Source: an optimization exercise on an open RTL-to-GDS flow (aim: small area, a short achievable clock period and few clock cycles). Production flows keep margins and buffers that such runs may drop.
Function was checked by simulation only, so behaviour that the tests miss may differ from the original.
No activity file was given, so power comes from the tool's default toggle rates.

File: design.v
`timescale 1ns/100ps
`default_nettype none
module operand_store (
	input  logic                        clk,
	input  logic                        rst,
	input  logic [8-1:0]       mat_we,    
	input  logic                        vec_we,
	input  logic [8-1:0]       wr_col,    
	input  logic [8-1:0]      wr_data,
	input  logic                        start,     
	input  logic [2:0]                  n_m1,      
	input  logic                        f_v,
	input  logic [2:0]                  f_row,
	input  logic                        f_half,
	input  logic [15:0]                 f_sel,     
	output logic                        op_v,
	output logic                        op_h,
	output logic [4*8-1:0]    op_mat,    
	output logic [4*13-1:0]             op_vec     
);
	logic [8-1:0] mat [8*8];
	logic [8-1:0] vec [8];
	logic [8-1:0] vsnap [8];
	logic [8-1:0]  mrow_ok;
	logic                   vec_ok;
	always_ff @(posedge clk or negedge rst)
	begin
		if (!rst)
		begin
			mrow_ok <= '0;
			vec_ok  <= 1'b0;
		end
		else
		begin
			mrow_ok <= mrow_ok | mat_we;
			if (vec_we)
				vec_ok <= 1'b1;
		end
	end
	always_ff @(posedge clk)
	begin
		for (int r = 0; r < 8; r++)
			for (int c = 0; c < 8; c++)
				if (mat_we[r] && (wr_col[c] || !mrow_ok[r]))
					mat[r*8+c] <= wr_col[c] ? wr_data : '0;
		for (int c = 0; c < 8; c++)
			if (vec_we && (wr_col[c] || !vec_ok))
				vec[c] <= wr_col[c] ? wr_data : '0;
	end
	always_ff @(posedge clk)
	begin
		for (int c = 0; c < 8; c++)
			if (start)
				vsnap[c] <= vec_ok ? vec[c] : '0;
	end
	always_ff @(posedge clk or negedge rst)
	begin
		if (!rst)
			op_v <= 1'b0;
		else
			op_v <= f_v;
	end
	logic [8-1:0] vsel [4];
	logic [12:0]            vdig [4];
	always_comb
	begin
		for (int k = 0; k < 4; k++)
		begin
			logic [8:0] b;
			vsel[k] = (mrow_ok[f_row] && ({f_half, 2'(k)} <= n_m1)) ? vsnap[{f_half, 2'(k)}] : '0;
			b = {vsel[k], 1'b0};
			for (int i = 0; i < 4; i++)
			begin
				vdig[k][i]   = b[2*i+1] ^ b[2*i];                                           
				vdig[k][4+i] = (b[2*i+2] & ~b[2*i+1] & ~b[2*i]) | (~b[2*i+2] & b[2*i+1] & b[2*i]);  
				vdig[k][8+i] = b[2*i+2] & ~(b[2*i+1] & b[2*i]);                              
			end
			vdig[k][12] = b[8];
		end
	end
	logic [8-1:0] mat_rd [4];
	always_comb
	begin
		for (int k = 0; k < 4; k++)
		begin
			mat_rd[k] = '0;
			for (int i = 0; i < 16; i++)
				mat_rd[k] = mat_rd[k] | (mat[i*4+k] & {8{f_sel[i]}});
		end
	end
	always_ff @(posedge clk)
	begin
		op_h   <= f_half;
		for (int k = 0; k < 4; k++)
		begin
			op_mat[k*8 +: 8] <= mat_rd[k];
			op_vec[k*13 +: 13] <= vdig[k];
		end
	end
endmodule
`default_nettype wire
`timescale 1ns/100ps
`default_nettype none
module mul_cs (
	input  logic [7:0]              a,
	input  logic [12:0]             bd,    
	output logic [18-1:0]  s,
	output logic [18-1:0]  c
);
	logic [4:0][18-1:0] r;
	logic [8:0]                  ax;     
	logic [8:0]                  m;
	logic [18-1:0]      l1s, l1c, l2s, l2c;
	always_comb
	begin
		ax = {1'b0, a};
		r  = '0;
		for (int i = 0; i < 4; i++)
		begin
			for (int j = 0; j < 9; j++)
				m[j] = ((bd[i] & ax[j]) | (bd[4+i] & ((j == 0) ? 1'b0 : ax[j-1]))) ^ bd[8+i];
			r[i] = 18'({~bd[8+i], m}) << (2*i);
			if (i > 0)
				r[i][2*i-2] = bd[8+i-1];        
		end
		r[4] = 18'(a & {8{bd[12]}}) << 8;
		r[4][6] = bd[11];
		l1s = r[0] ^ r[1] ^ r[2];
		l1c = ((r[0] & r[1]) | (r[0] & r[2]) | (r[1] & r[2])) << 1;
		l2s = l1s ^ l1c ^ r[3];
		l2c = ((l1s & l1c) | (l1s & r[3]) | (l1c & r[3])) << 1;
		s   = l2s ^ l2c ^ r[4];
		c   = ((l2s & l2c) | (l2s & r[4]) | (l2c & r[4])) << 1;
	end
endmodule
module csa9 (
	input  logic [7:0][20-1:0] x,
	input  logic [20-1:0]      k,
	output logic [20-1:0]      s,
	output logic [20-1:0]      c
);
	logic [5:0][20-1:0] l1;
	logic [3:0][20-1:0] l2;
	logic [2:0][20-1:0] l3;
	always_comb
	begin
		l1[0] = x[0] ^ x[1] ^ x[2];
		l1[1] = ((x[0] & x[1]) | (x[0] & x[2]) | (x[1] & x[2])) << 1;
		l1[2] = x[3] ^ x[4] ^ x[5];
		l1[3] = ((x[3] & x[4]) | (x[3] & x[5]) | (x[4] & x[5])) << 1;
		l1[4] = x[6] ^ x[7] ^ k;
		l1[5] = ((x[6] & x[7]) | (x[6] & k) | (x[7] & k)) << 1;
		l2[0] = l1[0] ^ l1[1] ^ l1[2];
		l2[1] = ((l1[0] & l1[1]) | (l1[0] & l1[2]) | (l1[1] & l1[2])) << 1;
		l2[2] = l1[3] ^ l1[4] ^ l1[5];
		l2[3] = ((l1[3] & l1[4]) | (l1[3] & l1[5]) | (l1[4] & l1[5])) << 1;
		l3[0] = l2[0] ^ l2[1] ^ l2[2];
		l3[1] = ((l2[0] & l2[1]) | (l2[0] & l2[2]) | (l2[1] & l2[2])) << 1;
		l3[2] = l2[3];
		s = l3[0] ^ l3[1] ^ l3[2];
		c = ((l3[0] & l3[1]) | (l3[0] & l3[2]) | (l3[1] & l3[2])) << 1;
	end
endmodule
module add_pp #(
	parameter int W = 20
) (
	input  logic [W-1:0] x,
	input  logic [W-1:0] y,
	output logic [W-1:0] z
);
	localparam int L = 5;  
	logic [L:0][W-1:0] g;
	logic [L:0][W-1:0] p;
	always_comb
	begin
		g[0] = x & y;
		p[0] = x ^ y;
		for (int l = 0; l < L; l++)
			for (int i = 0; i < W; i++)
				if (i >= (1 << l))
				begin
					g[l+1][i] = g[l][i] | (p[l][i] & g[l][i - (1 << l)]);
					p[l+1][i] = p[l][i] & p[l][i - (1 << l)];
				end
				else
				begin
					g[l+1][i] = g[l][i];
					p[l+1][i] = p[l][i];
				end
		z[0] = p[0][0];
		for (int i = 1; i < W; i++)
			z[i] = p[0][i] ^ g[L][i-1];
	end
endmodule
module proc_element (
	input  logic                        clk,
	input  logic                        rst,
	input  logic                        flush,
	input  logic                        op_v,
	input  logic                        op_h,
	input  logic [4*8-1:0]    op_mat,
	input  logic [4*13-1:0]             op_vec,
	output logic                        a_v,
	output logic                        a_h,
	output logic [20-1:0]       a_sum      
);
	logic [3:0][18-1:0] ps;
	logic [3:0][18-1:0] pc;
	logic [3:0][18-1:0] ps_q;
	logic [3:0][18-1:0] pc_q;
	logic                   v1, h1;
	logic [7:0][20-1:0] x;
	logic [20-1:0]   s2, c2;
	logic [20-1:0]   s2_q, c2_q;
	logic [18-1:0] acc;
	for (genvar k = 0; k < 4; k++)
	begin : g_mul
		mul_cs u_mul (
			.a (op_mat[k*8 +: 8]),
			.bd (op_vec[k*13 +: 13]),
			.s (ps[k]),
			.c (pc[k])
		);
	end
	always_ff @(posedge clk or negedge rst)
	begin
		if (!rst)
			v1 <= 1'b0;
		else
			v1 <= op_v & ~flush;
	end
	always_ff @(posedge clk)
	begin
		h1   <= op_h;
		ps_q <= ps;
		pc_q <= pc;
	end
	always_comb
	begin
		for (int k = 0; k < 4; k++)
		begin
			x[2*k]   = 20'(ps_q[k]);
			x[2*k+1] = 20'(pc_q[k]);
		end
	end
	csa9 u_csa9 (.x(x), .k(20'hD5800), .s(s2), .c(c2));
	always_ff @(posedge clk or negedge rst)
	begin
		if (!rst)
			a_v <= 1'b0;
		else
			a_v <= v1 & ~flush;
	end
	always_ff @(posedge clk)
	begin
		a_h   <= h1;
		s2_q  <= s2;
		c2_q  <= c2;
	end
	logic [18-1:0] h_sum;
	logic [18-1:0] h1_sum;
	add_pp #(.W(18)) u_add0 (.x(s2_q[18-1:0]), .y(c2_q[18-1:0]), .z(h_sum));
	always_ff @(posedge clk)
	begin
		if (a_v && !a_h)
			acc <= h_sum;
		h1_sum <= h_sum;
	end
	add_pp #(.W(20)) u_add (.x(20'(acc)), .y(20'(h1_sum)), .z(a_sum));
endmodule
`default_nettype wire
`timescale 1ns/100ps
`default_nettype none
module seq_ctrl (
	input  logic                   clk,
	input  logic                   rst,
	input  logic                   cmd_req,
	input  logic [17-1:0]  cmd,
	input  logic                   a_v,
	input  logic                   a_h,
	input  logic                   o_free,    
	output logic                   cmd_ack,
	output logic [8-1:0]  mat_we,    
	output logic                   vec_we,
	output logic [8-1:0]  wr_col,    
	output logic [8-1:0] wr_data,
	output logic                   start,
	output logic [2:0]             n_m1,      
	output logic                   f_v,
	output logic [2:0]             f_row,
	output logic                   f_half,
	output logic [15:0]            f_sel,     
	output logic                   flush,
	output logic                   commit,
	output logic                   load,      
	output logic [2:0]             c_row      
);
	logic [17-1:0] cq;       
	logic [8-1:0] cq_col;   
	logic [2:0]            wr_row;
	logic                  pend;     
	logic [1:0]            op;
	logic [3:0]            rn;
	logic                  cq_run;   
	logic [3:0]            start_n;
	logic                  run_ok;
	logic                  apply;
	logic                  mhaz;
	logic                  busy;     
	logic                  fa;       
	logic [2:0]            rf;       
	logic                  hf;       
	logic [2:0]            nm1;      
	logic [2:0]            rc;       
	logic                  free;     
	logic                  fa_n, hf_n;
	logic [2:0]            rf_n, rc_n;
	logic                  qv;       
	logic [3:0]            qn;       
	logic                  qgo;      
	assign op     = cq[16:15];
	assign rn     = cq[4:1];
	assign run_ok = cq_run;
	assign wr_row  = cq[14:12];
	assign wr_col  = cq_col;
	assign wr_data = cq[8:1];
	assign mhaz  = busy && ({wr_row, cq[11]} > {rc, 1'b0});
	assign free  = !busy || (commit && (rc == nm1));
	assign qgo   = qv && free;
	assign apply = pend && !((op == 2'd0) && (qv ? !(qgo && ({wr_row, cq[11]} == 4'd0)) : mhaz))
	                    && !((op == 2'd1) && qv && !qgo)
	                    && !(run_ok && qv);
	always_ff @(posedge clk or negedge rst)
	begin
		if (!rst)
		begin
			mat_we <= '0;
			vec_we <= 1'b0;
		end
		else
		begin
			for (int r = 0; r < 8; r++)
				mat_we[r] <= apply && (op == 2'd0) && (wr_row == 3'(r));
			vec_we <= apply && (op == 2'd1);
		end
	end
	assign start   = qgo || (apply && run_ok && free);
	assign start_n = qv ? qn : rn;
	assign commit = a_v & a_h & o_free;
	assign n_m1   = nm1;
	assign flush  = a_v & a_h & ~o_free;
	assign f_v    = fa & ~flush;
	assign f_row  = rf;
	assign f_half = hf;
	always_ff @(posedge clk or negedge rst)
	begin
		if (!rst)
			load <= 1'b0;
		else
			load <= commit;
	end
	always_ff @(posedge clk)
	begin
		c_row <= rc;
	end
	always_ff @(posedge clk)
	begin
		if (!pend)
		begin
			cq <= cmd;
			cq_run <= (cmd[16:15] == 2'd2) && (cmd[4:1] != 4'd0) && (cmd[4:1] <= 4'(8));
			for (int c = 0; c < 8; c++)
				cq_col[c] <= (cmd[11:9] == 3'(c));
		end
	end
	always_ff @(posedge clk or negedge rst)
	begin
		if (!rst)
		begin
			cmd_ack <= 1'b0;
			pend    <= 1'b0;
		end
		else
		begin
			if (cmd_ack)
				cmd_ack <= cmd_req;
			else if (cmd_req && !pend)
				cmd_ack <= 1'b1;
			if (pend)
				pend <= !apply;
			else
				pend <= cmd_req && !cmd_ack;
		end
	end
	always_ff @(posedge clk or negedge rst)
	begin
		if (!rst)
		begin
			busy <= 1'b0;
			fa   <= 1'b0;
			qv   <= 1'b0;
		end
		else
		begin
			if (qgo)
				qv <= 1'b0;
			else if (apply && run_ok && !free)
				qv <= 1'b1;
			if (start)
				busy <= 1'b1;
			else if (commit && (rc == nm1))
				busy <= 1'b0;
			fa <= fa_n;
		end
	end
	always_comb
	begin
		if (flush || start)
			fa_n = 1'b1;
		else if (fa && hf && (rf == nm1))
			fa_n = 1'b0;
		else
			fa_n = fa;
		if (flush)
		begin
			rf_n = rc;      
			hf_n = 1'b1;
		end
		else if (start)
		begin
			rf_n = 3'd0;
			hf_n = 1'b0;
		end
		else
		begin
			hf_n = ~hf;
			rf_n = rf + {2'd0, hf};
		end
		if (start)
			rc_n = 3'd0;
		else if (commit)
			rc_n = rc + 3'd1;
		else
			rc_n = rc;
	end
	always_ff @(posedge clk)
	begin
		rf <= rf_n;
		hf <= hf_n;
		for (int i = 0; i < 16; i++)
			f_sel[i] <= ({rf_n, hf_n} == 4'(i));
		rc <= rc_n;
		if (!qv)
			qn <= rn;
		if (start)
			nm1 <= 3'(start_n - 4'd1);
	end
endmodule
`default_nettype wire
`timescale 1ns/100ps
`default_nettype none
module result_buffer (
	input  logic                    clk,
	input  logic                    rst,
	input  logic                    load,      
	input  logic [2:0]              row,
	input  logic [20-1:0]   value,
	input  logic                    res_ack,
	output logic                    o_free,    
	output logic                    res_req,
	output logic [23-1:0]   res        
);
	logic held;    
	logic res_req_n, held_n;
	always_comb
	begin
		if (res_req)
			res_req_n = ~res_ack;
		else
			res_req_n = ~res_ack & (held | load);
		held_n = ~res_req & res_ack & (held | load);
	end
	assign o_free = ~res_req_n & ~held_n;
	always_ff @(posedge clk or negedge rst)
	begin
		if (!rst)
		begin
			res_req <= 1'b0;
			held    <= 1'b0;
		end
		else
		begin
			res_req <= res_req_n;
			held    <= held_n;
		end
	end
	always_ff @(posedge clk)
	begin
		if (load)
			res <= {row, value};
	end
endmodule
`default_nettype wire
`timescale 1ns/100ps
`default_nettype none
module mvm_top (
	input  logic                   clk,
	input  logic                   rst,
	input  logic                   cmd_req,
	input  logic [17-1:0]  cmd,      
	input  logic                   res_ack,
	output logic                   cmd_ack,
	output logic                   res_req,
	output logic [23-1:0]  res       
);
	logic [8-1:0]     mat_we;
	logic                      vec_we;
	logic [8-1:0]     wr_col;
	logic [8-1:0]    wr_data;
	logic                      start;
	logic [2:0]                n_m1;
	logic                      f_v;
	logic [2:0]                f_row;
	logic                      f_half;
	logic [15:0]               f_sel;
	logic                      flush;
	logic                      commit;
	logic                      load;
	logic                      op_v;
	logic                      op_h;
	logic [4*8-1:0]  op_mat;
	logic [4*13-1:0]           op_vec;
	logic                      a_v;
	logic                      a_h;
	logic [2:0]                c_row;
	logic [20-1:0]     a_sum;
	logic                      o_free;
	seq_ctrl u_seq_ctrl (
		.clk     (clk),
		.rst     (rst),
		.cmd_req (cmd_req),
		.cmd     (cmd),
		.a_v     (a_v),
		.a_h     (a_h),
		.o_free  (o_free),
		.cmd_ack (cmd_ack),
		.mat_we  (mat_we),
		.vec_we  (vec_we),
		.wr_col  (wr_col),
		.wr_data (wr_data),
		.start   (start),
		.n_m1    (n_m1),
		.f_v     (f_v),
		.f_row   (f_row),
		.f_half  (f_half),
		.f_sel   (f_sel),
		.flush   (flush),
		.commit  (commit),
		.load    (load),
		.c_row   (c_row)
	);
	operand_store u_operand_store (
		.clk     (clk),
		.rst     (rst),
		.mat_we  (mat_we),
		.vec_we  (vec_we),
		.wr_col  (wr_col),
		.wr_data (wr_data),
		.start   (start),
		.n_m1    (n_m1),
		.f_v     (f_v),
		.f_row   (f_row),
		.f_half  (f_half),
		.f_sel   (f_sel),
		.op_v    (op_v),
		.op_h    (op_h),
		.op_mat  (op_mat),
		.op_vec  (op_vec)
	);
	proc_element u_proc_element (
		.clk    (clk),
		.rst    (rst),
		.flush  (flush),
		.op_v   (op_v),
		.op_h   (op_h),
		.op_mat (op_mat),
		.op_vec (op_vec),
		.a_v    (a_v),
		.a_h    (a_h),
		.a_sum  (a_sum)
	);
	result_buffer u_result_buffer (
		.clk     (clk),
		.rst     (rst),
		.load    (load),
		.row     (c_row),
		.value   (a_sum),
		.res_ack (res_ack),
		.o_free  (o_free),
		.res_req (res_req),
		.res     (res)
	);
endmodule
`default_nettype wire
File: config.mk
export PLATFORM = sky130hd
export DESIGN_NAME = mvm_top
export DESIGN_NICKNAME = mvm_top
export VERILOG_FILES = /design/flow/design.v
export SDC_FILE = /design/flow/constraint.sdc
export NUM_CORES = 4
export LEC_CHECK = 0
export ABC_CLOCK_PERIOD_IN_PS = 1500
export CAP_MARGIN = 20
export CORE_MARGIN = 2
export CORE_UTILIZATION = 75
export CTS_CLUSTER_DIAMETER = 80
export CTS_CLUSTER_SIZE = 25
export SETUP_SLACK_MARGIN = 4.3
export SLEW_MARGIN = 20
File: run.sh
#!/bin/bash
# synth_recipe.tcl (not shown) runs the flow's synth.tcl, then flattens the netlist and writes it again
# the make line also repeats each setting of config.mk as NAME=value (left out here)
make -C /OpenROAD-flow-scripts/flow DESIGN_CONFIG=/design/flow/config.mk WORK_HOME=/design/flow/orfs CLKGATE_MAP_FILE= SYNTH_SCRIPT=/design/flow/synth_recipe.tcl finish
File: constraint.sdc
create_clock -name core_clock -period 7.0 [get_ports {clk}]
set_input_delay 1.4000 -clock core_clock [delete_from_list [all_inputs] [get_ports {clk}]]
set_output_delay 1.4000 -clock core_clock [all_outputs]
set_load 0.01 [all_outputs]
==> run summary, run 1 <==
number of vias per cell 6.760; EDFF count, synth 706; VDD IR max 0.3450 mV; Synthesized Nets 3269; FF-to-FF path depth 6; Hold Path Class reg -> reg; unrepaired setup endpoints after global routing true; initial antenna violation count 5; Synth cell types 76; share of layout cells above drive strength 1 0.09091; kind of start point of the critical path register; f_max 0.3757 GHz; max-slew violation count 0; Setup Skew 24.36 ps; register area share after synthesis 0.6366; Post-Syn Area 0.04337 mm²; power per cell area 426.4 mW/mm²; nature of the critical path endpoint register; DRT Pass-1 Iters 6; largest net degree at the start of global routing 76; Worst Setup SP u_proc_element.pc_q[48]$_DFF_P_; max_slew headroom 0.1661; ys async rst share 0.02846; min Tclk post-route 2662 ps; final period utilization 0.3803; crit path cell chain fa_2 > fa_1 > inv_1 > fa_1 > inv_1 > fa_1; I/O Buffers 43; I/O pin count 46; Final Hold Fails 0; leakage dissipation 16.94 nW; Post-synth top flop edfxtp_1; nets 3273; hold slack 339.7 ps; Area Overhead vs Synth 6.808%; commonest non-fill, non-tap cell in the layout edfxtp_1; reg-to-reg slack, setup 4340 ps; FP Rows 88; family with the most delay on the worst path adder cells; deepest clock path buffer count 3; gpl congestion 0.9038; Post-DP Area 0.04460 mm²; commonest non-fill, non-tap cells in the layout 706 x edfxtp_1, 224 x dfxtp_1, 171 x xnor2_1, 166 x fa_1, 164 x and2_1; register clock-pin slew on the reported worst setup and hold paths 100 ps; worst-path fanout max 1; final setup fails 0; Post-Route WL 105.3 mm; Total Die Area 0.05977 mm²; Starting Density 0.7546; cts bufs inserted 47; fin area 0.04633 mm²; crit path kind reg -> reg; chip height 244.5 µm; clk root buf clkbuf_16; synthesized area per cell 14.71 µm²; GRT Overall Usage 0.3529; Sink Count 1019; critical path depth 6; Crit path required time 7500 ps; Initial DRC Count 3176; crit-path most repeated cell fa_1; Slew @ Worst Pin 1251 ps; R2R Path Start u_proc_element.pc_q[48]$_DFF_P_; Die Width 244.5 µm; MaxCap Viol Count 0; Critical-path top delay cell fa_1; status no timing/DRC/antenna violations; routed via count 25400; Total Power 0.01975 W; DR WL/cell 28.01 µm; TNS Setup 0 ps; Critical path buffers and inverters 2; Ys Warns 14; Hold Buf Count CTS 0; number of global-route vias before repair 25240; TritonCTS clock tree done; DRC Markers 0; Setup crit end u_proc_element.s2_q[12]$_DFF_P_; global-route wire length before repair 154.9 mm; HPWL Detailed 68.57 mm; remaining antenna violation count 0; Worst Path Arrival 3160 ps; Skew-Pair Late Insertion Delay 640 ps; reg-to-reg critical path endpoint u_proc_element.s2_q[12]$_DFF_P_; max incr delay on CP 570 ps; Core ar. 0.05748 mm²; H-tree depth 2; flops & latches, synth 1019; Cells after Synth 2949; GRT Residual Overflow 0
==> where the power goes <==
group | internal, W | switching, W
clock network | 0.00134 | 0.00180
registers | 0.00779 | 0.00113
logic | 0.00306 | 0.00463
total | 0.0122 | 0.00756
==> area by class of cell <==
| type | count | area [µm²] |
|---|---|---|
| well taps | 765 | 957.2 |
| flip-flops and latches | 1019 | 27690 |
| repair buffers | 113 | 1021 |
| fillers | 3095 | 11150 |
| multi-input cells | 1608 | 14630 |
| clock buffers | 82 | 1350 |
| inverters | 164 | 615.6 |
| diodes | 1 | 2.502 |
| clock inverters | 6 | 58.81 |
==> cell usage after synthesis (all sizes together), types with 24 or more instances <==
master | number | area share
and2 | 165 | 0.024
nor2 | 97 | 0.0084
dfrtp | 29 | 0.017
mux2i | 34 | 0.0078
a22o | 129 | 0.026
a221oi | 129 | 0.026
nand2 | 79 | 0.0069
clkbuf | 137 | 0.012
o21ai | 24 | 0.0030
inv | 164 | 0.014
a21boi | 73 | 0.013
nor3 | 36 | 0.0048
edfxtp | 706 | 0.49
a21oi | 43 | 0.0052
dfxtp | 284 | 0.13
a22oi | 112 | 0.019
ha | 130 | 0.038
xnor2 | 171 | 0.035
fa | 169 | 0.078
nand4 | 33 | 0.0048
==> registers in the layout, indices dropped and copies added, names as in the netlist, 3 cells and up <==
| register | flops |
|---|---|
| u_operand_store.vsnap | 64 |
| u_proc_element.acc | 18 |
| u_seq_ctrl.qn | 3 |
| u_seq_ctrl.rf | 3 |
| u_operand_store.vec | 64 |
| u_seq_ctrl.rc | 3 |
| u_seq_ctrl.f_sel | 16 |
| u_operand_store.op_mat | 32 |
| u_seq_ctrl.cq | 14 |
| u_operand_store.mat | 512 |
| u_result_buffer.res | 22 |
| u_seq_ctrl.c_row | 3 |
| u_proc_element.c2_q | 16 |
| u_operand_store.mrow_ok | 8 |
| u_proc_element.ps_q | 64 |
| u_proc_element.s2_q | 18 |
| u_seq_ctrl.nm1 | 3 |
| u_seq_ctrl.cq_col | 8 |
| u_proc_element.pc_q | 52 |
| u_proc_element.h1_sum | 18 |
| u_operand_store.op_vec | 52 |
| u_seq_ctrl.mat_we | 8 |
==> worst min path at each step <==
stage,start,endpoint,slack (ps),cells after the start
6_report,u_operand_store.op_h$_DFF_P_,u_proc_element.h1$_DFF_P_,340,0
5_1_grt,u_operand_store.op_h$_DFF_P_,u_proc_element.h1$_DFF_P_,350,0
4_1_cts,u_operand_store.op_h$_DFF_P_,u_proc_element.h1$_DFF_P_,350,0
3_5_place_dp,u_operand_store.op_h$_DFF_P_,u_proc_element.h1$_DFF_P_,320,0
3_3_place_gp,u_operand_store.op_h$_DFF_P_,u_proc_element.h1$_DFF_P_,310,0
2_1_floorplan,u_proc_element.h1$_DFF_P_,u_proc_element.a_h$_DFF_P_,310,0
==> routing by layer <==
metal  share of wire  GRT usage
met1            0.35     0.4739
met2            0.48     0.5711
met3            0.12    0.06903
met4           0.050     0.1533
met5         0.00011          0
==> cell families (layout without fill, tap and decap cells) <==
logic type	count (synthesis)	count (layout)	synth area share
flip-flops	1019	1019	0.6366
adder cells (fa/ha/maj)	299	299	0.1155
other	1	2	0.00008646
XOR/XNOR	184	184	0.03716
multiplexers	42	42	0.01044
buffers and inverters	322	365	0.02879
AO/OA/AOI/OAI	585	585	0.1077
AND/OR/NAND/NOR	497	497	0.06375
==> metrics by stage <==
stage / util / setup WS, ps / instances
after global placement: 0.7750 / 3312 / 3651
after global routing: 0.8060 / 4271 / 3757
after floorplan: - / 2982 / 2949
final: 0.8060 / 4338 / 3758
after detailed placement: 0.7759 / 3252 / 3652
after CTS: 0.8012 / 4294 / 3742
==> worst reg2reg max path, cell delays in order, from the launching register on <==
cell,delay [ps]
dfxtp_2,360
fa_2,500
fa_1,570
inv_1,60
fa_1,530
inv_1,50
fa_1,460
==> what timing repair did <==
action,in CTS,in global routing
gates resized for setup,64,54
cloned,0,5
buffers inserted,2,8
endpoints found under the setup margin,114,109
pin swaps,14,24
Testbench counts, summed over its fixed seeds: cycles 9,863.
==> inputs of run 2 (changes only) <==
--- a/config.mk
+++ b/config.mk
@@ -11,5 +11,5 @@
 export CORE_UTILIZATION = 75
 export CTS_CLUSTER_DIAMETER = 80
 export CTS_CLUSTER_SIZE = 25
-export SETUP_SLACK_MARGIN = 4.3
+export SETUP_SLACK_MARGIN = 4.5
 export SLEW_MARGIN = 20
==> run 2 against run 1 <==
Die area stayed put. Non-clock buffer count rose by 12. Global-route usage up 0.67 points. Core utilization up 0.76 points. Routed wire length up 0.63%. Sequential power rose by 0.4%. Clock power barely moved. Critical path type unchanged. Largest cell class unchanged. Highest routed layer unchanged.
==> run summary, run 2 <==
max reg flops 512 (unchanged); largest net degree at the start of global routing 74 (was 76); Reg power frac 0.449 (was 0.452); TNS Setup 0 ps (unchanged); Hold Path Class reg -> reg (unchanged); combinational power share 0.393 (was 0.389); MaxCap Viol Count 0 (unchanged); DRT Pass-1 Iters 6 (unchanged); FP Rows 88 (unchanged); HPWL Detailed 68.18 mm (was 68.57 mm); I/O pin count 46 (unchanged); Skew-Pair Late Insertion Delay 630 ps (was 640 ps); crit path kind reg -> reg (unchanged); final setup fails 0 (unchanged); register clock-pin slew on the reported worst setup and hold paths 100 ps (about the same); global-route wire length before repair 157.3 mm (was 154.9 mm); hold slack 334.6 ps (was 339.7 ps); Setup Skew 21.68 ps (was 24.36 ps); remaining antenna violation count 0 (unchanged); switch share 0.3807 (was 0.3828); ys async rst share 0.02846 (unchanged); power per cell area 427.5 mW/mm² (was 426.4 mW/mm²); worst-path fanout max 1 (unchanged); Starting Density 0.7546 (unchanged); EDFF count, synth 706 (unchanged); Total Die Area 0.05977 mm² (unchanged); DRC Markers 0 (unchanged); clk root buf clkbuf_16 (unchanged); DR WL/cell 28.09 µm (was 28.01 µm); Area Overhead vs Synth 7.812% (was 6.808%); Switch Pwr 0.007610 W (was 0.007561 W); Hold Buf Count CTS 0 (unchanged); Synthesized Nets 3269 (unchanged); Commonest cells post-synth 706 x edfxtp_1, 284 x dfxtp_1, 171 x xnor2_1 (unchanged); max_slew headroom 0.1810 (was 0.1661); status no timing/DRC/antenna violations (unchanged); reg-to-reg slack, setup 4410 ps (was 4340 ps); Initial DRC Count 3309 (was 3176); Final Hold Fails 0 (unchanged); initial antenna violation count 8 (was 5); Slew @ Worst Pin 1226 ps (was 1251 ps); cts bufs inserted 47 (unchanged); synthesized area per cell 14.71 µm² (unchanged); TritonCTS clock tree done (unchanged); Die Width 244.5 µm (unchanged); I/O Buffers 43 (unchanged); H-tree depth 2 (unchanged); Ys Warns 14 (unchanged); number of global-route vias before repair 25700 (was 25240); HP Start u_proc_element.h1$_DFF_P_ (was u_operand_store.op_h$_DFF_P_); Largest Register u_operand_store.mat (unchanged); Worst Path Arrival 3160 ps (about the same); unrepaired setup endpoints after global routing true (unchanged); Post-Route WL 105.9 mm (was 105.3 mm); Yosys top cell area share 0.4888 (unchanged); routed via count 25600 (was 25400); Synth cell types 76 (unchanged); commonest non-fill, non-tap cells in the layout 706 x edfxtp_1, 173 x dfxtp_1, 164 x and2_1, 160 x xnor2_1, 152 x inv_1 (was 706 x edfxtp_1, 224 x dfxtp_1, 171 x xnor2_1, 166 x fa_1, 164 x and2_1); internal power 0.01238 W (was 0.01219 W); Post-synth top flop edfxtp_1 (unchanged); commonest non-fill, non-tap cell in the layout edfxtp_1 (unchanged); VDD IR max 0.3674 mV (was 0.3450 mV); leakage dissipation 17.08 nW (was 16.94 nW); share of layout cells above drive strength 1 0.1422 (was 0.09091); nets 3285 (was 3273); Core ar. 0.05748 mm² (unchanged); GRT Residual Overflow 0 (unchanged); final period utilization 0.3705 (was 0.3803); register area share after synthesis 0.6366 (unchanged); nature of the critical path endpoint register (unchanged); Post-Syn Area 0.04337 mm² (unchanged); min Tclk post-route 2593 ps (was 2662 ps); Worst Setup SP u_proc_element.ps_q[26]$_DFF_P_ (was u_proc_element.pc_q[48]$_DFF_P_); top-count cell post-synth edfxtp_1 (unchanged); Crit path required time 7570 ps (was 7500 ps); GRT Overall Usage 0.3596 (was 0.3529); kind of start point of the critical path register (unchanged); chip height 244.5 µm (unchanged); number of vias per cell 6.788 (was 6.760); Clock power frac 0.158 (was 0.159); R2R Path Start u_proc_element.ps_q[26]$_DFF_P_ (was u_proc_element.pc_q[48]$_DFF_P_); Synth area leaders edfxtp_1 49%, dfxtp_1 13%, fa_1 7.8%, ha_1 3.8%, xnor2_1 3.5% (unchanged); flops & latches, synth 1019 (unchanged); dominant cell type by area after synthesis edfxtp_1 (unchanged); gpl congestion 0.9147 (was 0.9038); Cells after Synth 2949 (unchanged); Sink Count 1019 (unchanged); f_max 0.3856 GHz (was 0.3757 GHz); max-slew violation count 0 (unchanged); deepest clock path buffer count 3 (unchanged)
-- run 2: final timing paths --
kind | to | cells past startpoint
worst max-delay path | u_proc_element.s2_q[8]$_DFF_P_ | 6
worst min-delay path | u_proc_element.a_h$_DFF_P_ | 0
worst max register to register | u_proc_element.s2_q[8]$_DFF_P_ | 6
worst min register to register | u_proc_element.a_h$_DFF_P_ | 0
max in group asynchronous | u_operand_store.mrow_ok[2]$_DFF_PN0_ | 2
min in group asynchronous | u_seq_ctrl.cmd_ack$_DFF_PN0_ | 2
-- run 2: timing repair --
action | CTS | global route
resized for setup | 219 | 99
gates cloned | 1 | 0
setup buffers | 11 | 20
pin swaps | 50 | 30
setup endpoints to repair | 180 | 124
-- run 2: worst max-delay path, cell delays in order (launching register included) --
cell and delay [ps]:
dfxtp_2 330, fa_1 530, fa_1 560, inv_1 60, fa_1 500, inv_2 50, fa_1 520
-- run 2: kinds of logic (layout without fill, tap and decap cells) --
group / Yosys count / in the layout / synth area share
simple gates: 497 / 497 / 0.06375
xor+xnor: 184 / 184 / 0.03716
flops: 1019 / 1019 / 0.6366
compound gates: 585 / 585 / 0.1077
fa+ha+maj: 299 / 299 / 0.1155
buf+inv: 322 / 375 / 0.02879
other cells: 1 / 5 / 0.00008646
mux: 42 / 42 / 0.01044
-- run 2: layout make-up --
class / count / area, µm²
Clock inverter: 6 / 63.81
Timing Repair Buffer: 125 / 994.7
Tap cell: 765 / 957.2
Inverter: 164 / 615.6
Sequential cell: 1019 / 27830
Antenna cell: 4 / 10.01
Clock buffer: 80 / 1356
Fill cell: 3032 / 10710
Multi-Input combinational cell: 1608 / 14930
-- run 2: power groups by stage --
stage | registers (W) | clock network [W] | logic, W
after global routing | 0.00904 | 0.00337 | 0.00872
after global placement | 0.00894 | 0 | 0.00713
after detailed placement | 0.00899 | 0 | 0.00742
final | 0.00897 | 0.00316 | 0.00786
after floorplan | 0.00824 | 0 | 0.00544
after CTS | 0.00889 | 0.00316 | 0.00765
-- run 2: stage by stage --
step / area (µm²) / std cells / setup slack [ps] / util / power [W]
final: 46760 / 3771 / 4407 / 0.8136 / 0.01999
after global routing: 46750 / 3767 / 4360 / 0.8134 / 0.02113
after CTS: 46230 / 3746 / 4386 / 0.8043 / 0.01970
after detailed placement: 44560 / 3648 / 3253 / 0.7753 / 0.01642
after global placement: 44500 / 3646 / 3337 / 0.7743 / 0.01606
after floorplan: 43400 / 2949 / 2983 / - / 0.01369
-- run 2: routing by layer --
metal / global-route usage / vias up / routed length (µm)
li1: - / 10890 / -
met1: 0.4732 / 12580 / 37220
met2: 0.5725 / 1742 / 50110
met3: 0.08648 / 377 / 12830
met4: 0.1716 / 8 / 5706
met5: 0 / - / 58
==> inputs of run 3 (changes only) <==
--- a/config.mk
+++ b/config.mk
@@ -11,5 +11,5 @@
 export CORE_UTILIZATION = 75
 export CTS_CLUSTER_DIAMETER = 80
 export CTS_CLUSTER_SIZE = 25
-export SETUP_SLACK_MARGIN = 4.5
+export SETUP_SLACK_MARGIN = 4.7
 export SLEW_MARGIN = 20
==> run 3 against run 2 <==
Worst setup slack improved by 10 ps. Final cell count rose by 1.8%. Via count rose by 3.1%. Power rose by 2.7%. Fmax rose by 0.39%. Combinational power rose by 6.9%. Synthesized cell count did not move. Sequential power rose by 0.9%. Global-route usage rose by 1.0 points. First-iteration DRC count fell by 11%. Die area did not move. Worst hold slack improved by 6.9 ps. Critical endpoint is now u_proc_element.s2_q[9]$_DFF_P_. Largest power group unchanged.
==> run summary, run 3 <==
commonest non-fill, non-tap cell in the layout edfxtp_1 (unchanged); initial antenna violation count 7 (was 8); dominant cell type by area after synthesis edfxtp_1 (unchanged); final setup fails 0 (unchanged); I/O Buffers 43 (unchanged); TNS Setup 0 ps (unchanged); Final Hold Fails 0 (unchanged); Setup Skew 44.61 ps (was 21.68 ps); number of vias per cell 6.875 (was 6.788); Largest Register u_operand_store.mat (unchanged); reg-to-reg critical path endpoint u_proc_element.s2_q[9]$_DFF_P_ (was u_proc_element.s2_q[8]$_DFF_P_); worst-path fanout max 1 (unchanged); GRT Residual Overflow 0 (unchanged); max reg flops 512 (unchanged); final period utilization 0.3691 (was 0.3705); nets 3362 (was 3285); switch share 0.3824 (was 0.3807); Commonest cells post-synth 706 x edfxtp_1, 284 x dfxtp_1, 171 x xnor2_1 (unchanged); crit path kind reg -> reg (unchanged); Core ar. 0.05748 mm² (unchanged); remaining antenna violation count 0 (unchanged); Post-Route WL 111.4 mm (was 105.9 mm); number of global-route vias before repair 26050 (was 25700); Slew @ Worst Pin 1307 ps (was 1226 ps); Total Die Area 0.05977 mm² (unchanged); Starting Density 0.7546 (unchanged); chip height 244.5 µm (unchanged); Post-Syn Area 0.04337 mm² (unchanged); Cells after Synth 2949 (unchanged); I/O pin count 46 (unchanged); leakage dissipation 17.60 nW (was 17.08 nW); internal power 0.01268 W (was 0.01238 W); Synthesized Nets 3269 (unchanged); HPWL Detailed 68.87 mm (was 68.18 mm); Clock power frac 0.150 (was 0.158); global-route wire length before repair 161.4 mm (was 157.3 mm); Crit path required time 7580 ps (was 7570 ps); Synth cell types 76 (unchanged); combinational power share 0.409 (was 0.393); Post-DP Area 0.04483 mm² (was 0.04456 mm²); fin area 0.04807 mm² (was 0.04676 mm²); hold slack 341.5 ps (was 334.6 ps); synthesized area per cell 14.71 µm² (unchanged); HP Start u_operand_store.op_h$_DFF_P_ (was u_proc_element.h1$_DFF_P_); MaxCap Viol Count 0 (unchanged); DR WL/cell 29.01 µm (was 28.09 µm); Sink Count 1019 (unchanged); f_max 0.3871 GHz (was 0.3856 GHz); kind of start point of the critical path register (unchanged); register area share after synthesis 0.6366 (unchanged); commonest non-fill, non-tap cells in the layout 706 x edfxtp_1, 164 x and2_1, 153 x dfxtp_1, 149 x xnor2_1, 140 x inv_1 (was 706 x edfxtp_1, 173 x dfxtp_1, 164 x and2_1, 160 x xnor2_1, 152 x inv_1); R2R Path Start u_proc_element.ps_q[27]$_DFF_P_ (was u_proc_element.ps_q[26]$_DFF_P_); H-tree depth 2 (unchanged); top-count cell post-synth edfxtp_1 (unchanged); power per cell area 427.1 mW/mm² (was 427.5 mW/mm²); Switch Pwr 0.007851 W (was 0.007610 W); cts bufs inserted 47 (unchanged); unrepaired setup endpoints after global routing true (unchanged); FP Rows 88 (unchanged); FF-to-FF path depth 6 (unchanged); nature of the critical path endpoint register (unchanged); Hold EP u_proc_element.h1$_DFF_P_ (was u_proc_element.a_h$_DFF_P_); DRT Pass-1 Iters 7 (was 6); min Tclk post-route 2583 ps (was 2593 ps); Initial DRC Count 2942 (was 3309); VDD IR max 0.3168 mV (was 0.3674 mV); Post-synth top flop edfxtp_1 (unchanged); Fillers 2849 (was 3032); largest net degree at the start of global routing 45 (was 74); gpl congestion 0.9103 (was 0.9147); share of layout cells above drive strength 1 0.2066 (was 0.1422); Worst Path Arrival 3160 ps (about the same); max-slew violation count 0 (unchanged); Area Overhead vs Synth 10.84% (was 7.812%); reg-to-reg slack, setup 4420 ps (was 4410 ps); Ys Warns 14 (unchanged); hold path cells 0 (unchanged); Die Width 244.5 µm (unchanged); ys async rst share 0.02846 (unchanged); clk root buf clkbuf_16 (unchanged); GRT Overall Usage 0.3700 (was 0.3596); routed via count 26390 (was 25600); EDFF count, synth 706 (unchanged); max_slew headroom 0.1267 (was 0.1810); Reg power frac 0.441 (was 0.449); Hold Path Class reg -> reg (unchanged); status no timing/DRC/antenna violations (unchanged); Yosys top cell area share 0.4888 (unchanged); register clock-pin slew on the reported worst setup and hold paths 100 ps (about the same); DRC Markers 0 (unchanged); TritonCTS clock tree done (unchanged); Skew-Pair Late Insertion Delay 650 ps (was 630 ps); Synth area leaders edfxtp_1 49%, dfxtp_1 13%, fa_1 7.8%, ha_1 3.8%, xnor2_1 3.5% (unchanged); flops & latches, synth 1019 (unchanged); deepest clock path buffer count 3 (unchanged)
run 3: kinds of logic (layout without fill, tap and decap cells):
group,after synthesis,count (layout),synth area share
DFF,1019,1019,0.6366
AOI/OAI and AO/OA,585,586,0.1077
and+or+nand+nor,497,498,0.06375
buffers and inverters,322,439,0.02879
adders and majority gates,299,299,0.1155
xor gates and xnor gates,184,184,0.03716
muxes,42,42,0.01044
other,1,7,0.00008646
run 3: worst max-delay path by stage:
| stage | slack [ps] | cells after the start | to | from |
|---|---|---|---|---|
| global placement | 3310 | 8 | u_seq_ctrl.rf[0]$_DFF_P_ | res_ack |
| CTS | 4400 | 6 | u_proc_element.s2_q[9]$_DFF_P_ | u_proc_element.pc_q[45]$_DFF_P_ |
| global route | 4390 | 6 | u_proc_element.s2_q[10]$_DFF_P_ | u_proc_element.ps_q[10]$_DFF_P_ |
| detailed placement | 3260 | 8 | u_seq_ctrl.rf[0]$_DFF_P_ | res_ack |
| floorplan | 2980 | 6 | u_seq_ctrl.rf[0]$_DFF_P_ | res_ack |
| finish | 4420 | 6 | u_proc_element.s2_q[9]$_DFF_P_ | u_proc_element.ps_q[27]$_DFF_P_ |
run 3: repair_timing:
item	in CTS	in global routing
setup buffers	35	61
hold endpoints to repair	0	0
gates cloned	8	2
hold buffers	0	0
gates resized for setup	345	91
pin swaps	72	75
endpoints found under the setup margin	277	208
run 3: area by class of cell:
class | instances | area [µm²] | share of cell area
inverter | 164 | 619.3 | 0.01288
sequential | 1019 | 27940 | 0.5811
tap | 765 | 957.2 | 0.01991
multi-input combinational | 1610 | 15410 | 0.3206
antenna | 6 | 15.01 | 0.0003123
clock inverter | 5 | 60.06 | 0.001249
clock buffer | 70 | 1304 | 0.02712
timing repair buffer | 200 | 1772 | 0.03685
run 3: critical path, stage by stage (launching register included):
cell,delay (ps)
dfxtp_1,330
fa_1,520
fa_1,550
inv_1,60
fa_1,520
inv_2,50
fa_2,510
run 3: power groups by stage:
stage	clock network, W	registers, W	logic (W)
after floorplan	0	0.00825	0.00558
final	0.00309	0.00905	0.00840
after detailed placement	0	0.00910	0.00738
after CTS	0.00309	0.00902	0.00793
after global placement	0	0.00906	0.00707
after global routing	0.00329	0.00911	0.00920
run 3: per-stage QoR:
| step | cells | util | power, W | setup slack [ps] |
|---|---|---|---|---|
| 4_1_cts | 3770 | 0.8203 | 0.02004 | 4399 |
| 5_1_grt | 3833 | 0.8362 | 0.02159 | 4387 |
| 6_report | 3839 | 0.8364 | 0.02053 | 4417 |
| 2_1_floorplan | 2949 | - | 0.01383 | 2983 |
| 3_3_place_gp | 3651 | 0.7790 | 0.01613 | 3314 |
| 3_5_place_dp | 3652 | 0.7799 | 0.01648 | 3260 |
run 3: layer usage:
| metal | up-vias | track usage | wire [µm] |
|---|---|---|---|
| met5 | - | 0 | 42 |
| met4 | 6 | 0.1790 | 6315 |
| met3 | 444 | 0.09339 | 14060 |
| met2 | 1927 | 0.5932 | 52720 |
| met1 | 12970 | 0.4792 | 38250 |
| li1 | 11050 | - | - |
==> inputs of run 4 (changes only) <==
--- a/design.v
+++ b/design.v
@@ -8,11 +8,12 @@
 	input  logic [8-1:0]       wr_col,    
 	input  logic [8-1:0]      wr_data,
 	input  logic                        start,     
-	input  logic [2:0]                  n_m1,      
+	input  logic [3:0]                  start_n,   
 	input  logic                        f_v,
 	input  logic [2:0]                  f_row,
 	input  logic                        f_half,
 	input  logic [15:0]                 f_sel,     
+	output logic [8-1:0]       mrow_ok,   
 	output logic                        op_v,
 	output logic                        op_h,
 	output logic [4*8-1:0]    op_mat,    
@@ -21,8 +22,8 @@
 	logic [8-1:0] mat [8*8];
 	logic [8-1:0] vec [8];
 	logic [8-1:0] vsnap [8];
-	logic [8-1:0]  mrow_ok;
 	logic                   vec_ok;
+	logic [8-1:0]  vcol_ok;   
 	always_ff @(posedge clk or negedge rst)
 	begin
 		if (!rst)
@@ -49,9 +50,15 @@
 	end
 	always_ff @(posedge clk)
 	begin
+		if (start)
+			for (int c = 0; c < 8; c++)
+				vcol_ok[c] <= vec_ok && (4'(c) < start_n);
+	end
+	always_ff @(posedge clk)
+	begin
 		for (int c = 0; c < 8; c++)
 			if (start)
-				vsnap[c] <= vec_ok ? vec[c] : '0;
+				vsnap[c] <= vec[c];
 	end
 	always_ff @(posedge clk or negedge rst)
 	begin
@@ -67,7 +74,7 @@
 		for (int k = 0; k < 4; k++)
 		begin
 			logic [8:0] b;
-			vsel[k] = (mrow_ok[f_row] && ({f_half, 2'(k)} <= n_m1)) ? vsnap[{f_half, 2'(k)}] : '0;
+			vsel[k] = vcol_ok[{f_half, 2'(k)}] ? vsnap[{f_half, 2'(k)}] : '0;
 			b = {vsel[k], 1'b0};
 			for (int i = 0; i < 4; i++)
 			begin
@@ -285,11 +292,12 @@
 	output logic [8-1:0]  wr_col,    
 	output logic [8-1:0] wr_data,
 	output logic                   start,
-	output logic [2:0]             n_m1,      
+	output logic [3:0]             start_n,   
 	output logic                   f_v,
 	output logic [2:0]             f_row,
 	output logic                   f_half,
 	output logic [15:0]            f_sel,     
+	input  logic [8-1:0]  mrow_ok,   
 	output logic                   flush,
 	output logic                   commit,
 	output logic                   load,      
@@ -302,7 +310,6 @@
 	logic [1:0]            op;
 	logic [3:0]            rn;
 	logic                  cq_run;   
-	logic [3:0]            start_n;
 	logic                  run_ok;
 	logic                  apply;
 	logic                  mhaz;
@@ -347,7 +354,6 @@
 	assign start   = qgo || (apply && run_ok && free);
 	assign start_n = qv ? qn : rn;
 	assign commit = a_v & a_h & o_free;
-	assign n_m1   = nm1;
 	assign flush  = a_v & a_h & ~o_free;
 	assign f_v    = fa & ~flush;
 	assign f_row  = rf;
@@ -448,7 +454,7 @@
 		rf <= rf_n;
 		hf <= hf_n;
 		for (int i = 0; i < 16; i++)
-			f_sel[i] <= ({rf_n, hf_n} == 4'(i));
+			f_sel[i] <= ({rf_n, hf_n} == 4'(i)) && mrow_ok[i/2];
 		rc <= rc_n;
 		if (!qv)
 			qn <= rn;
@@ -518,11 +524,12 @@
 	logic [8-1:0]     wr_col;
 	logic [8-1:0]    wr_data;
 	logic                      start;
-	logic [2:0]                n_m1;
+	logic [3:0]                start_n;
 	logic                      f_v;
 	logic [2:0]                f_row;
 	logic                      f_half;
 	logic [15:0]               f_sel;
+	logic [8-1:0]     mrow_ok;
 	logic                      flush;
 	logic                      commit;
 	logic                      load;
@@ -549,11 +556,12 @@
 		.wr_col  (wr_col),
 		.wr_data (wr_data),
 		.start   (start),
-		.n_m1    (n_m1),
+		.start_n (start_n),
 		.f_v     (f_v),
 		.f_row   (f_row),
 		.f_half  (f_half),
 		.f_sel   (f_sel),
+		.mrow_ok (mrow_ok),
 		.flush   (flush),
 		.commit  (commit),
 		.load    (load),
@@ -567,11 +575,12 @@
 		.wr_col  (wr_col),
 		.wr_data (wr_data),
 		.start   (start),
-		.n_m1    (n_m1),
+		.start_n (start_n),
 		.f_v     (f_v),
 		.f_row   (f_row),
 		.f_half  (f_half),
 		.f_sel   (f_sel),
+		.mrow_ok (mrow_ok),
 		.op_v    (op_v),
 		.op_h    (op_h),
 		.op_mat  (op_mat),
--- a/config.mk
+++ b/config.mk
@@ -11,5 +11,5 @@
 export CORE_UTILIZATION = 75
 export CTS_CLUSTER_DIAMETER = 80
 export CTS_CLUSTER_SIZE = 25
-export SETUP_SLACK_MARGIN = 4.7
+export SETUP_SLACK_MARGIN = 4.4
 export SLEW_MARGIN = 20
==> run 4 against run 3 <==
Sequential share of layout area grew 2.7 points. Still clean. Clock power is essentially flat. Largest power group is now combinational cells. Final cell count shrank 4.4%. Core utilization shrank 2.3 points. Worst setup slack lost 74 ps. Sequential power grew 5.3%. Fmax shrank 2.8%. Flip-flop and latch count grew 9. Non-clock buffer count shrank 101.
==> run summary, run 4 <==
commonest non-fill, non-tap cells in the layout 714 x edfxtp_1, 183 x dfxtp_1, 169 x xnor2_1, 161 x fa_1, 151 x inv_1 (was 706 x edfxtp_1, 164 x and2_1, 153 x dfxtp_1, 149 x xnor2_1, 140 x inv_1); Critical-path top delay cell or4b_4 (was fa_1); Die Width 243.6 µm (was 244.5 µm); Placed Cells 3576 (was 3652); Setup Skew 54.61 ps (was 44.61 ps); min Tclk post-route 2657 ps (was 2583 ps); worst-path fanout max 4 (was 1); Hold Path Class reg -> reg (unchanged); Worst Path Arrival 3090 ps (was 3160 ps); Clock power frac 0.138 (was 0.150); I/O pin count 46 (unchanged); combinational power share 0.437 (was 0.409); reg-to-reg slack, setup 4340 ps (was 4420 ps); largest net degree at the start of global routing 59 (was 45); EDFF count, synth 714 (was 706); DR WL/cell 28.72 µm (was 29.01 µm); register clock-pin slew on the reported worst setup and hold paths 90 ps (was 100 ps); kind of start point of the critical path register (unchanged); Hold Buf Count CTS 0 (unchanged); dominant cell type by area after synthesis edfxtp_1 (unchanged); Hold EP u_proc_element.h1$_DFF_P_ (unchanged); f_max 0.3764 GHz (was 0.3871 GHz); GRT Overall Usage 0.3577 (was 0.3700); final period utilization 0.3796 (was 0.3691); number of global-route vias before repair 25630 (was 26050); Skew-Pair Late Insertion Delay 660 ps (was 650 ps); HP Start u_operand_store.op_h$_DFF_P_ (unchanged); max reg flops 512 (unchanged); Area Overhead vs Synth 7.000% (was 10.84%); unrepaired setup endpoints after global routing true (unchanged); Commonest cells post-synth 714 x edfxtp_1, 285 x dfxtp_1, 172 x xnor2_1 (was 706 x edfxtp_1, 284 x dfxtp_1, 171 x xnor2_1); Synth area leaders edfxtp_1 50%, dfxtp_1 13%, fa_1 7.9%, ha_1 3.7%, xnor2_1 3.5% (was edfxtp_1 49%, dfxtp_1 13%, fa_1 7.8%, ha_1 3.8%, xnor2_1 3.5%); max_slew headroom 0.1992 (was 0.1267); FF-to-FF path depth 10 (was 6); remaining antenna violation count 0 (unchanged); H-tree depth 2 (unchanged); I/O Buffers 43 (unchanged); commonest non-fill, non-tap cell in the layout edfxtp_1 (unchanged); nature of the critical path endpoint register (unchanged); DRC Markers 0 (unchanged); final setup fails 0 (unchanged); synthesized area per cell 14.93 µm² (was 14.71 µm²); cts bufs inserted 47 (unchanged); Reg power frac 0.425 (was 0.441); TNS Setup 0 ps (unchanged); FP Rows 87 (was 88); Initial DRC Count 2727 (was 2942); top-count cell post-synth edfxtp_1 (unchanged); Post-Syn Area 0.04306 mm² (was 0.04337 mm²); deepest clock path buffer count 3 (unchanged); TritonCTS clock tree done (unchanged); crit path kind reg -> reg (unchanged); Crit path required time 7430 ps (was 7580 ps); hold slack 335.7 ps (was 341.5 ps); DRT Pass-1 Iters 7 (unchanged); max-slew violation count 0 (unchanged); Starting Density 0.7607 (was 0.7546); Yosys top cell area share 0.4980 (was 0.4888); Total Die Area 0.05934 mm² (was 0.05977 mm²); chip height 243.6 µm (was 244.5 µm); Post-Place Setup Slack 3571 ps (was 3260 ps); power per cell area 486.8 mW/mm² (was 427.1 mW/mm²); reg-to-reg critical path endpoint u_result_buffer.res[16]$_DFFE_PP_ (was u_proc_element.s2_q[9]$_DFF_P_); Core ar. 0.05660 mm² (was 0.05748 mm²); post-layout util 0.8139 (was 0.8364); Post-Route WL 105.4 mm (was 111.4 mm); register area share after synthesis 0.6473 (was 0.6366); number of vias per cell 6.944 (was 6.875); initial antenna violation count 8 (was 7); max incr delay on CP 490 ps (was 550 ps); Final Non-Filler Cells 3669 (was 3839); hold path cells 0 (unchanged); nets 3203 (was 3362); switch share 0.3923 (was 0.3824); VDD IR max 0.3954 mV (was 0.3168 mV); crit path cell chain ha_4 > inv_2 > fa_2 > nor2b_4 > o31a_4 > o31ai_4 > a21oi_4 > o221ai_2 > or4b_4 > o311ai_2 (was fa_1 > fa_1 > inv_1 > fa_1 > inv_2 > fa_2); R2R Path Start u_proc_element.acc[0]$_DFFE_PP_ (was u_proc_element.ps_q[27]$_DFF_P_); Synthesized Nets 3203 (was 3269); leakage dissipation 16.63 nW (was 17.60 nW); PnR worst setup slack 4343 ps (was 4417 ps); Switch Pwr 0.008798 W (was 0.007851 W); Largest Register u_operand_store.mat (unchanged); ys async rst share 0.02821 (was 0.02846); Cells after Synth 2884 (was 2949); MaxCap Viol Count 0 (unchanged); Post-synth top flop edfxtp_1 (unchanged); gpl congestion 0.9268 (was 0.9103); Final Hold Fails 0 (unchanged); share of layout cells above drive strength 1 0.1196 (was 0.2066); internal power 0.01363 W (was 0.01268 W); HPWL Detailed 68.58 mm (was 68.87 mm); flops & latches, synth 1028 (was 1019); Synth cell types 73 (was 76); global-route wire length before repair 155.7 mm (was 161.4 mm); GRT Residual Overflow 0 (unchanged); Ys Warns 14 (unchanged); status no timing/DRC/antenna violations (unchanged); Slew @ Worst Pin 1199 ps (was 1307 ps); Sink Count 1028 (was 1019); clk root buf clkbuf_16 (unchanged); routed via count 25480 (was 26390)
## run 4: worst max path at each step
stage / slack, ps / to / depth (start not counted) / start
floorplan: 4400 / u_operand_store.vcol_ok[0]$_DFFE_PP_ / 4 / res_ack
global placement: 3640 / u_operand_store.vsnap[0][7]$_DFFE_PP_ / 5 / res_ack
detailed placement: 3570 / u_seq_ctrl.f_sel[7]$_DFF_P_ / 6 / res_ack
CTS: 4320 / res_req / 1 / u_result_buffer.res_req$_DFF_PN0_
global route: 4230 / u_result_buffer.res[16]$_DFFE_PP_ / 10 / u_proc_element.acc[0]$_DFFE_PP_
finish: 4340 / u_result_buffer.res[16]$_DFFE_PP_ / 10 / u_proc_element.acc[0]$_DFFE_PP_
## run 4: repair_timing
item	4_1_cts	5_1_grt
pin swaps	37	46
buffers inserted	6	7
cloned	1	0
resized for setup	158	90
endpoints found under the setup margin	157	133
## run 4: layer usage
metal / track usage / vias to the layer above / share of wire
met5: 0 / - / 0.00029
met1: 0.4569 / 12580 / 0.34
met3: 0.09551 / 411 / 0.13
met2: 0.5796 / 1849 / 0.48
li1: - / 10640 / -
met4: 0.1670 / 4 / 0.050
## run 4: layout make-up
class	instances	area [µm²]
flip-flops and latches	1028	28030
multi-input cells	1540	14340
fillers	2996	10530
clock buffers	70	1304
well taps	756	945.9
repair buffers	99	733.2
inverters	167	643.1
clock inverters	5	50.05
repair inverters	1	16.27
diodes	3	7.507
## run 4: worst max-delay path, delay by kind of cell (launching register included)
kind | cells | cell delay, ps
compound gates | 5 | 1030
fa+ha+maj | 2 | 420
buf+inv | 1 | 60
flops | 1 | 430
simple gates | 2 | 540
## run 4: power by group through the flow
stage | registers [W] | clock network, W | logic (W)
finish | 0.00953 | 0.00310 | 0.00980
global route | 0.00960 | 0.00329 | 0.0110
CTS | 0.00943 | 0.00310 | 0.00963
detailed placement | 0.00954 | 0 | 0.00946
global placement | 0.00948 | 0 | 0.00905
floorplan | 0.00867 | 0 | 0.00681
## run 4: through the flow
step                area [µm²]  power, W
global route             46060   0.02388
floorplan                43100   0.01548
detailed placement       44300   0.01900
finish                   46070   0.02243
CTS                      45710   0.02215
global placement         44240   0.01853
## run 4: logic make-up (layout without fill, tap and decap cells)
group,Yosys count,count (layout),synth area share
adders and majority gates,298,298,0.1161
muxes,45,45,0.01058
and+or+nand+nor,439,439,0.05428
xor gates and xnor gates,184,184,0.03743
other,1,4,0.00008709
DFF,1028,1028,0.6473
buffers and inverters,316,342,0.02772
AOI/OAI and AO/OA,573,573,0.1065
Testbench counts of run 4, summed over its fixed seeds: cycles 9,863.
==> inputs of run 5 (changes only) <==
--- a/config.mk
+++ b/config.mk
@@ -11,5 +11,5 @@
 export CORE_UTILIZATION = 75
 export CTS_CLUSTER_DIAMETER = 80
 export CTS_CLUSTER_SIZE = 25
-export SETUP_SLACK_MARGIN = 4.4
+export SETUP_SLACK_MARGIN = 4.5
 export SLEW_MARGIN = 20
==> run 5 against run 4 <==
Routed wire length decreased by 0.71%. Clock power about the same. Sequential share of layout area decreased by 0.26 points. Largest power group unchanged. Cell area increased by 0.70%. Largest cell class unchanged. First-iteration DRC count increased by 18%. Still clean on timing, DRC and antenna. Highest routed layer unchanged.
==> run summary, run 5 <==
Placed Cells 3574 (was 3576); switch share 0.3900 (was 0.3923); register area share after synthesis 0.6473 (unchanged); routed via count 25300 (was 25480); Total Power 0.02237 W (was 0.02243 W); Yosys top cell area share 0.4980 (unchanged); HPWL Detailed 68.58 mm (about the same); Commonest cells post-synth 714 x edfxtp_1, 285 x dfxtp_1, 172 x xnor2_1 (unchanged); H-tree depth 2 (unchanged); Critical path buffers and inverters 1 (unchanged); max_slew headroom 0.1713 (was 0.1992); Worst Setup SP u_result_buffer.res_req$_DFF_PN0_ (was u_proc_element.acc[0]$_DFFE_PP_); Synthesized Nets 3203 (unchanged); Cells after Synth 2884 (unchanged); gpl congestion 0.8921 (was 0.9268); worst-path fanout max 2 (was 4); Die Width 243.6 µm (unchanged); leakage dissipation 16.74 nW (was 16.63 nW); synthesized area per cell 14.93 µm² (unchanged); GRT Overall Usage 0.3579 (was 0.3577); dominant cell type by area after synthesis edfxtp_1 (unchanged); Clock power frac 0.139 (was 0.138); critical path depth 1 (was 10); reg-to-reg slack, setup 4420 ps (was 4340 ps); f_max 0.3836 GHz (was 0.3764 GHz); Critical-path top delay cell dfrtp_2 (was or4b_4); min Tclk post-route 2607 ps (was 2657 ps); kind of start point of the critical path register (unchanged); family with the most delay on the worst path flip-flops (was compound AO/OA/AOI/OAI gates); Area Overhead vs Synth 7.753% (was 7.000%); hold slack 334.8 ps (was 335.7 ps); R2R Path Start u_proc_element.ps_q[26]$_DFF_P_ (was u_proc_element.acc[0]$_DFFE_PP_); Post-Syn Area 0.04306 mm² (unchanged); HP Start u_operand_store.op_h$_DFF_P_ (unchanged); Synth cell types 73 (unchanged); commonest non-fill, non-tap cells in the layout 714 x edfxtp_1, 169 x dfxtp_1, 167 x xnor2_1, 154 x inv_1, 150 x fa_1 (was 714 x edfxtp_1, 183 x dfxtp_1, 169 x xnor2_1, 161 x fa_1, 151 x inv_1); number of vias per cell 6.844 (was 6.944); GRT Residual Overflow 0 (unchanged); power per cell area 482.1 mW/mm² (was 486.8 mW/mm²); final setup fails 0 (unchanged); flops & latches, synth 1028 (unchanged); Final Non-Filler Cells 3697 (was 3669); Skew-Pair Late Insertion Delay 660 ps (about the same); Worst Path Arrival 1210 ps (was 3090 ps); Hold Path Class reg -> reg (unchanged); DRT Pass-1 Iters 7 (unchanged); Post-Route WL 104.6 mm (was 105.4 mm); cts bufs inserted 47 (unchanged); Ys Warns 14 (unchanged); Total Die Area 0.05934 mm² (unchanged); largest net degree at the start of global routing 58 (was 59); final period utilization 0.3724 (was 0.3796); max incr delay on CP 440 ps (was 490 ps); chip height 243.6 µm (unchanged); crit path kind reg -> out (was reg -> reg); TritonCTS clock tree done (unchanged); Reg power frac 0.426 (was 0.425); Hold Buf Count CTS 0 (unchanged); unrepaired setup endpoints after global routing true (unchanged); Fillers 2926 (was 2996); I/O pin count 46 (unchanged); post-layout util 0.8197 (was 0.8139); Setup Skew 30.87 ps (was 54.61 ps); nature of the critical path endpoint output pin (was register); TNS Setup 0 ps (unchanged); reg-to-reg critical path endpoint u_proc_element.s2_q[8]$_DFF_P_ (was u_result_buffer.res[16]$_DFFE_PP_); Switch Pwr 0.008724 W (was 0.008798 W); Starting Density 0.7607 (unchanged); global-route wire length before repair 156.1 mm (was 155.7 mm); initial antenna violation count 6 (was 8); ys async rst share 0.02821 (unchanged); Final Hold Fails 0 (unchanged); Post-synth top flop edfxtp_1 (unchanged); max-slew violation count 0 (unchanged); max reg flops 512 (unchanged); Sink Count 1028 (unchanged); internal power 0.01364 W (was 0.01363 W); Largest Register u_operand_store.mat (unchanged); clk root buf clkbuf_16 (unchanged); Crit path required time 5600 ps (was 7430 ps); remaining antenna violation count 0 (unchanged); register clock-pin slew on the reported worst setup and hold paths 90 ps (about the same); deepest clock path buffer count 3 (unchanged); EDFF count, synth 714 (unchanged); MaxCap Viol Count 0 (unchanged); FF-to-FF path depth 6 (was 10); Slew @ Worst Pin 1240 ps (was 1199 ps); top-count cell post-synth edfxtp_1 (unchanged); status no timing/DRC/antenna violations (unchanged); DRC Markers 0 (unchanged); combinational power share 0.435 (was 0.437); Initial DRC Count 3218 (was 2727); I/O Buffers 43 (unchanged); DR WL/cell 28.30 µm (was 28.72 µm); number of global-route vias before repair 25460 (was 25630); Synth area leaders edfxtp_1 50%, dfxtp_1 13%, fa_1 7.9%, ha_1 3.7%, xnor2_1 3.5% (unchanged); share of layout cells above drive strength 1 0.1355 (was 0.1196); crit path cell chain buf_6 (was ha_4 > inv_2 > fa_2 > nor2b_4 > o31a_4 > o31ai_4 > a21oi_4 > o221ai_2 > or4b_4 > o311ai_2); Setup crit end res_req (was u_result_buffer.res[16]$_DFFE_PP_); commonest non-fill, non-tap cell in the layout edfxtp_1 (unchanged); FP Rows 87 (unchanged); Core ar. 0.05660 mm² (unchanged); nets 3220 (was 3203); VDD IR max 0.4410 mV (was 0.3954 mV)
[run 5: final cells by class]
type,instances,area [µm²],area share
tap,756,945.9,0.02039
clock buffer,78,1292,0.02786
clock inverter,8,81.33,0.001753
antenna,3,7.507,0.0001618
sequential,1028,28100,0.6058
multi-input combinational,1540,14410,0.3106
inverter,167,643.1,0.01386
timing repair buffer,116,895.9,0.01931
timing repair inverter,1,16.27,0.0003506
[run 5: cell families (layout without fill, tap and decap cells)]
logic type	count (synthesis)	count (layout)	share of synthesized area
compound gates	573	573	0.1065
xor+xnor	184	184	0.03743
fa+ha+maj	298	298	0.1161
buf+inv	316	370	0.02772
flops	1028	1028	0.6473
mux	45	45	0.01058
other cells	1	4	0.00008709
simple gates	439	439	0.05428
[run 5: how the worst min path moves through the flow]
stage / endpoint / depth (start not counted) / slack [ps]
6_report: u_proc_element.h1$_DFF_P_ / 0 / 330
5_1_grt: u_proc_element.h1$_DFF_P_ / 0 / 350
4_1_cts: u_proc_element.h1$_DFF_P_ / 0 / 330
3_5_place_dp: u_proc_element.h1$_DFF_P_ / 0 / 320
3_3_place_gp: u_proc_element.h1$_DFF_P_ / 0 / 310
2_1_floorplan: u_proc_element.a_h$_DFF_P_ / 0 / 310
[run 5: power by group through the flow]
stage	registers, W	logic, W	clock network (W)
finish	0.00953	0.00974	0.00310
global route	0.00961	0.0110	0.00330
CTS	0.00944	0.00961	0.00310
detailed placement	0.00954	0.00935	0
global placement	0.00948	0.00902	0
floorplan	0.00868	0.00680	0
[run 5: per-layer routing]
metal / part of all wire / GRT usage / vias to the layer above / wire (µm)
li1: - / - / 10660 / -
met1: 0.35 / 0.4756 / 12480 / 36180
met2: 0.48 / 0.5830 / 1801 / 50390
met3: 0.12 / 0.07590 / 359 / 13020
met4: 0.047 / 0.1508 / 4 / 4952
met5: 0.00066 / 0 / - / 69
[run 5: timing repair]
item / in CTS / in global routing
resized for setup: 218 / 92
pin swaps: 49 / 35
hold endpoints to repair: 0 / 0
setup buffers: 13 / 20
endpoints found under the setup margin: 177 / 177
cloned: 1 / 0
[run 5: metrics by stage]
step           cell area (µm²)  setup WS [ps]
2_1_floorplan            43120           4484
3_3_place_gp             44210           3653
3_5_place_dp             44280           3618
4_1_cts                  45910           4380
5_1_grt                  46390           4348
6_report                 46400           4393

==> afterwards: timing with drivers on the ports <==
No port has a modelled driver above. Below, the same layouts with a new extraction and two added sets of constraints.
Step 1 sets driving cells, clkbuf_16 on the clock port and buf_2 on the other inputs (assumed; they add their load-dependent delay and slew).
Step 2 moves the port delays by t, midway between the first and last clock arrival at a register: inputs arrive t later, outputs are due t later. That takes back most of the time a late clock gives input paths.
Three values: no drivers, after step 1, after step 2; two values: the first two.
| run | t (ns) | setup slack, ns | worst setup path at the end |
|---|---|---|---|
| run 1 | 0.690 | 4.338 / 4.277 / 3.953 | input to register |
| run 2 | 0.688 | 4.407 / 4.363 / 3.855 | input to register |
| run 3 | 0.696 | 4.417 / 4.361 / 4.026 | input to register |
| run 4 | 0.692 | 4.343 / 4.343 / 4.037 | input to register |
| run 5 | 0.703 | 4.393 / 4.332 / 3.893 | input to register |
After both steps setup and hold are still met in every run listed. For run 2, which loses most, drivers alone change the setup slack by -0.044 ns; drivers and shift together by -0.552 ns.
